This design comes from an exercise in tuning for a short achievable clock period and few clock cycles on the open sky130 flow, not from production work. The RTL was checked by simulation tests, not by an equivalence proof against the original design.

## cgra_top
module cgra_top #(
    parameter int NUM_PE    = 4,
    parameter int SPM_DEPTH = 256
) (
    input  logic        clk,
    input  logic        arst_n,
    input  logic [44:0] cmd,         
    input  logic        cmd_valid,
    output logic        cmd_ready,
    output logic [31:0] rsp,
    output logic        rsp_valid,
    input  logic        rsp_ready,
    output logic        done
);
    logic [3:0][PE_CFG_W-1:0]  pe_cfg;
    logic [3:0][DATA_W-1:0]    pe_cadd;
    logic [ADDR_W-1:0]         src_base, dst_base, count;
    logic                      cfg_stale, run_go, done_set;
    logic [LANES-1:0]          h_we;
    logic [ROW_W-1:0]          h_wrow;
    logic [DATA_W-1:0]         h_wdata;
    logic                      acc_rd, acc_wr, acc_other, run_acc, src_wr, host_mode;
    logic [7:0]                hr_d;
    logic [ADDR_W-1:0]         src_next;
    logic                      start, grp_last;
    logic [LANES-1:0][ROWS-1:0]   rd_row;
    logic [LANES-1:0]          lane_valid;
    logic [LANES-1:0][DATA_W-1:0] spm_rdata;
    logic [LANES-1:0][DATA_W-1:0] rowd;       
    logic [2:0]                first;
    logic [DATA_W-1:0]         b0_m, b0_v;
    logic [SLOTS-1:0][SLOT_G_W-1:0] slot_g;
    logic [SLOTS-1:0][SLOT_L_W-1:0] slot_l;
    logic [LANES-1:0]             e_we, e_we_d;
    logic [LANES-1:0][ROW_W-1:0]  e_wrow, e_wrow_d;
    logic [LANES-1:0][ROWS-1:0]   wen_q;       
    logic [LANES-1:0]             f_v_d;
    logic [LANES-1:0][DATA_W-1:0] e_wdata, spm_wdata;
    cgra_host_if u_host_if (
        .clk       (clk),
        .arst_n    (arst_n),
        .cmd       (cmd),
        .cmd_valid (cmd_valid),
        .cmd_ready (cmd_ready),
        .rsp       (rsp),
        .rsp_valid (rsp_valid),
        .rsp_ready (rsp_ready),
        .pe_cfg    (pe_cfg),
        .pe_cadd   (pe_cadd),
        .src_base  (src_base),
        .dst_base  (dst_base),
        .count     (count),
        .cfg_stale (cfg_stale),
        .run_go    (run_go),
        .done_set  (done_set),
        .e_we      (e_we),
        .e_wrow    (e_wrow),
  ...
export LEC_CHECK = 0
export CAP_MARGIN = 20
export CORE_MARGIN = 2
export CORE_UTILIZATION = 40
export SLEW_MARGIN = 20
export SYNTH_MEMORY_MAX_BITS = 16384
create_clock -name core_clock -period 10.0 [get_ports {clk}]
standard.sh (not shown) runs the stock make flow with config.mk's settings and CLKGATE_MAP_FILE= SYNTH_SCRIPT=/design/flow/synth_recipe.tcl, a recipe that flattens the netlist after the stock synthesis.
==> flow/flow/run.sh <==
#!/bin/bash
# Standard ORFS layout (the standard.sh, unchanged synthesis) in two parts:
#  1. synthesis, floorplan and placement;
#  2. the flip-flops that drive output ports are moved next to their port
#     buffers and the placement is legalised again (flow/move_run.tcl);
#  3. clock tree, routing and finishing.
# Settings: the timing repair leaves extra setup slack so that it optimises
# towards the period the design can reach instead of stopping at the 10 ns
# clock, wider clock-tree sink clusters (fewer tree levels), and global
# routing steered to the upper metal layers (flow/fastroute.tcl).
set -euo pipefail
VARS=(SETUP_SLACK_MARGIN=6.3 TNS_END_PERCENT=100 ABC_CLOCK_PERIOD_IN_PS=3800 CAP_MARGIN=40 SLEW_MARGIN=40
      CORE_UTILIZATION=44 PLACE_DENSITY=0.55 CTS_CLUSTER_SIZE=20 CTS_CLUSTER_DIAMETER=120
      FASTROUTE_TCL="$PWD/flow/fastroute.tcl")
bash standard.sh "${VARS[@]}" place > flow_make_place.log 2>&1
ODB="$PWD/orfs/results/${FLOW_PLATFORM}/cgra_top/base/3_place.odb"
MOVE_ODB="$ODB" openroad -no_init -exit flow/move_run.tcl > flow_move.log 2>&1
bash standard.sh "${VARS[@]}" finish > flow_make.log 2>&1
Other scripts of this flow, unchanged in this note and not shown: flow/flow/fastroute.tcl, flow/flow/move_out.tcl, flow/flow/move_run.tcl
Testbench counts at the start, summed over its fixed seeds: cycles 9,107.
Change:
--- a/flow/flow/run.sh
+++ b/flow/flow/run.sh
@@ -10,5 +10,5 @@
 # routing steered to the upper metal layers (flow/fastroute.tcl).
 set -euo pipefail
-VARS=(SETUP_SLACK_MARGIN=6.3 TNS_END_PERCENT=100 ABC_CLOCK_PERIOD_IN_PS=3800 CAP_MARGIN=40 SLEW_MARGIN=40
+VARS=(SETUP_SLACK_MARGIN=6.3 TNS_END_PERCENT=100 ABC_CLOCK_PERIOD_IN_PS=3800
       CORE_UTILIZATION=44 PLACE_DENSITY=0.55 CTS_CLUSTER_SIZE=20 CTS_CLUSTER_DIAMETER=120
       FASTROUTE_TCL="$PWD/flow/fastroute.tcl")
This time the run completed and failed the layout checks on max-capacitance violations, max-slew violations; worst setup slack gets worse by 0.14 ns; die area is unchanged; cell count climbs slightly.


cgra_top, a different RTL version from the one above (not shown whole).
Size: about 12000 flip-flops.
Design cgra_top, start of the top module:
module cgra_top #(
    parameter int NUM_PE    = 4,
    parameter int SPM_DEPTH = 256
) (
    input  logic        clk,
    input  logic        arst_n,
    input  logic [44:0] cmd,         
    input  logic        cmd_valid,
    output logic        cmd_ready,
    output logic [31:0] rsp,
    output logic        rsp_valid,
    input  logic        rsp_ready,
    output logic        done
);
    logic [3:0][PE_CFG_W-1:0]  pe_cfg;
    logic [3:0][DATA_W-1:0]    pe_cadd;
    logic [ADDR_W-1:0]         src_base, dst_base, count;
    logic                      cfg_stale, run_go, done_set;
    logic [LANES-1:0]          h_we;
    logic [ROW_W-1:0]          h_wrow;
    logic [DATA_W-1:0]         h_wdata;
    logic                      acc_rd, acc_wr, acc_other, run_acc, src_wr, host_mode;
    logic [7:0]                hr_d;
    logic [ADDR_W-1:0]         src_next;
    logic                      start, grp_last;
    logic [LANES-1:0][ROWS-1:0]   rd_row;
    logic [LANES-1:0]          lane_valid;
    logic [LANES-1:0][DATA_W-1:0] spm_rdata;
    logic [LANES-1:0][DATA_W-1:0] rowd;       
    logic [2:0]                first;
    logic [DATA_W-1:0]         b0_m, b0_v;
    logic [SLOTS-1:0][SLOT_G_W-1:0] slot_g;
    logic [SLOTS-1:0][SLOT_L_W-1:0] slot_l;
    logic [LANES-1:0]             e_we, e_we_d;
    logic [LANES-1:0][ROW_W-1:0]  e_wrow, e_wrow_d;
    logic [LANES-1:0][ROWS-1:0]   wen_q;       
    logic [LANES-1:0]             f_v_d;
    logic [LANES-1:0][DATA_W-1:0] e_wdata, spm_wdata;
    cgra_host_if u_host_if (
        .clk       (clk),
        .arst_n    (arst_n),
        .cmd       (cmd),
        .cmd_valid (cmd_valid),
        .cmd_ready (cmd_ready),
        .rsp       (rsp),
        .rsp_valid (rsp_valid),
        .rsp_ready (rsp_ready),
        .pe_cfg    (pe_cfg),
        .pe_cadd   (pe_cadd),
        .src_base  (src_base),
        .dst_base  (dst_base),
        .count     (count),
        .cfg_stale (cfg_stale),
        .run_go    (run_go),
        .done_set  (done_set),
        .e_we      (e_we),
        .e_wrow    (e_wrow),
        .h_we      (h_we),
        .h_wrow    (h_wrow),
        .h_wdata   (h_wdata),
        .acc_rd    (acc_rd),
        .acc_wr    (acc_wr),
        .acc_other (acc_other),
        .run_acc   (run_acc),
  ...
clock: 10.0 ns
lec_check: 0
cap_margin: 20
core_margin: 2
core_utilization: 40
slew_margin: 20
synth_memory_max_bits: 16384
==> flow/flow/run.sh <==
#!/bin/bash
# Standard ORFS layout (the standard.sh, unchanged synthesis) in two parts:
#  1. synthesis, floorplan and placement;
#  2. the flip-flops that drive output ports are moved next to their port
#     buffers and the placement is legalised again (flow/move_run.tcl);
#  3. clock tree, routing and finishing.
# Settings: the timing repair leaves extra setup slack so that it optimises
# towards the period the design can reach instead of stopping at the 10 ns
# clock, wider clock-tree sink clusters (fewer tree levels), and global
# routing steered to the upper metal layers (flow/fastroute.tcl); the data
# ports are placed as one group, so that the flip-flops moved next to the
# output ports stay close to each other.
set -euo pipefail
VARS=(SETUP_SLACK_MARGIN=6.3 TNS_END_PERCENT=100 ABC_CLOCK_PERIOD_IN_PS=3800 CAP_MARGIN=40 SLEW_MARGIN=40
      CORE_UTILIZATION=50 PLACE_DENSITY=0.60 CTS_CLUSTER_SIZE=20 CTS_CLUSTER_DIAMETER=120
      FASTROUTE_TCL="$PWD/flow/fastroute.tcl"
      "PLACE_PINS_ARGS=-group_pins {rsp[0] rsp[1] rsp[2] rsp[3] rsp[4] rsp[5] rsp[6] rsp[7] rsp[8] rsp[9] rsp[10] rsp[11] rsp[12] rsp[13] rsp[14] rsp[15] rsp[16] rsp[17] rsp[18] rsp[19] rsp[20] rsp[21] rsp[22] rsp[23] rsp[24] rsp[25] rsp[26] rsp[27] rsp[28] rsp[29] rsp[30] rsp[31] rsp_valid done cmd_ready rsp_ready cmd_valid cmd[0] cmd[1] cmd[2] cmd[3] cmd[4] cmd[5] cmd[6] cmd[7] cmd[8] cmd[9] cmd[10] cmd[11] cmd[12] cmd[13] cmd[14] cmd[15] cmd[16] cmd[17] cmd[18] cmd[19] cmd[20] cmd[21] cmd[22] cmd[23] cmd[24] cmd[25] cmd[26] cmd[27] cmd[28] cmd[29] cmd[30] cmd[31] cmd[32] cmd[33] cmd[34] cmd[35] cmd[36] cmd[37] cmd[38] cmd[39] cmd[40] cmd[41] cmd[42] cmd[43] cmd[44] arst_n}")
bash standard.sh "${VARS[@]}" place > flow_make_place.log 2>&1
ODB="$PWD/orfs/results/${FLOW_PLATFORM}/cgra_top/base/3_place.odb"
MOVE_ODB="$ODB" openroad -no_init -exit flow/move_run.tcl > flow_move.log 2>&1
bash standard.sh "${VARS[@]}" finish > flow_make.log 2>&1
Other scripts of this flow, unchanged in this note and not shown: flow/flow/fastroute.tcl, flow/flow/move_out.tcl, flow/flow/move_run.tcl
The baseline finished clean.
Testbench counts at the start, summed over its fixed seeds: cycles 9,107.
Next try:
--- a/flow/flow/run.sh
+++ b/flow/flow/run.sh
@@ -10,3 +10 @@
-# routing steered to the upper metal layers (flow/fastroute.tcl); the data
-# ports are placed as one group, so that the flip-flops moved next to the
-# output ports stay close to each other.
+# routing steered to the upper metal layers (flow/fastroute.tcl).
@@ -16,2 +14 @@
-      FASTROUTE_TCL="$PWD/flow/fastroute.tcl"
-      "PLACE_PINS_ARGS=-group_pins {rsp[0] rsp[1] rsp[2] rsp[3] rsp[4] rsp[5] rsp[6] rsp[7] rsp[8] rsp[9] rsp[10] rsp[11] rsp[12] rsp[13] rsp[14] rsp[15] rsp[16] rsp[17] rsp[18] rsp[19] rsp[20] rsp[21] rsp[22] rsp[23] rsp[24] rsp[25] rsp[26] rsp[27] rsp[28] rsp[29] rsp[30] rsp[31] rsp_valid done cmd_ready rsp_ready cmd_valid cmd[0] cmd[1] cmd[2] cmd[3] cmd[4] cmd[5] cmd[6] cmd[7] cmd[8] cmd[9] cmd[10] cmd[11] cmd[12] cmd[13] cmd[14] cmd[15] cmd[16] cmd[17] cmd[18] cmd[19] cmd[20] cmd[21] cmd[22] cmd[23] cmd[24] cmd[25] cmd[26] cmd[27] cmd[28] cmd[29] cmd[30] cmd[31] cmd[32] cmd[33] cmd[34] cmd[35] cmd[36] cmd[37] cmd[38] cmd[39] cmd[40] cmd[41] cmd[42] cmd[43] cmd[44] arst_n}")
+      FASTROUTE_TCL="$PWD/flow/fastroute.tcl")
Worst hold slack hardly moves.
Setup slack got worse by 0.096 ns.
Wire length climbs slightly.
Design area climbs slightly.
Core utilization climbs by 0.23 points.
Count of clock-buffer cells in the layout climbs by 58.
Die area is unchanged.

## port drivers added, routing unchanged
The results above use ideal ports. As a check the final layouts listed here were re-extracted and re-timed, cells and wires unchanged. Step 1 assumes that a clkbuf_16 drives the clock port and a buf_2 every other input. Step 2, shift: input delay + t, output delay - t, t = (earliest + latest rising clock arrival at the registers) / 2. This alone moves slack from input paths to output paths. a / b / c = ideal / step 1 / step 2; a / b = the first two.
| run | t (ns) | setup slack, ns | worst setup path at the end | slew at the worst register clock pin (ns) |
|---|---|---|---|---|
| the first run of note 1 | 1.511 | 5.810 / 5.810 / 4.638 | input to register | 0.11 / 0.11 |
| the second run of note 1 | 1.515 | 5.675 / 5.675 / 4.479 | input to register | 0.11 / 0.11 |
| the first run of note 2 | 1.497 | 5.999 / 5.787 / 4.290 | input to register | 0.11 / 0.11 |
| the second run of note 2 | 1.568 | 5.903 / 5.817 / 4.543 | input to register | 0.11 / 0.11 |
For the first run of note 2, which loses most, drivers alone change the setup slack by -0.212 ns; drivers and shift together by -1.709 ns.
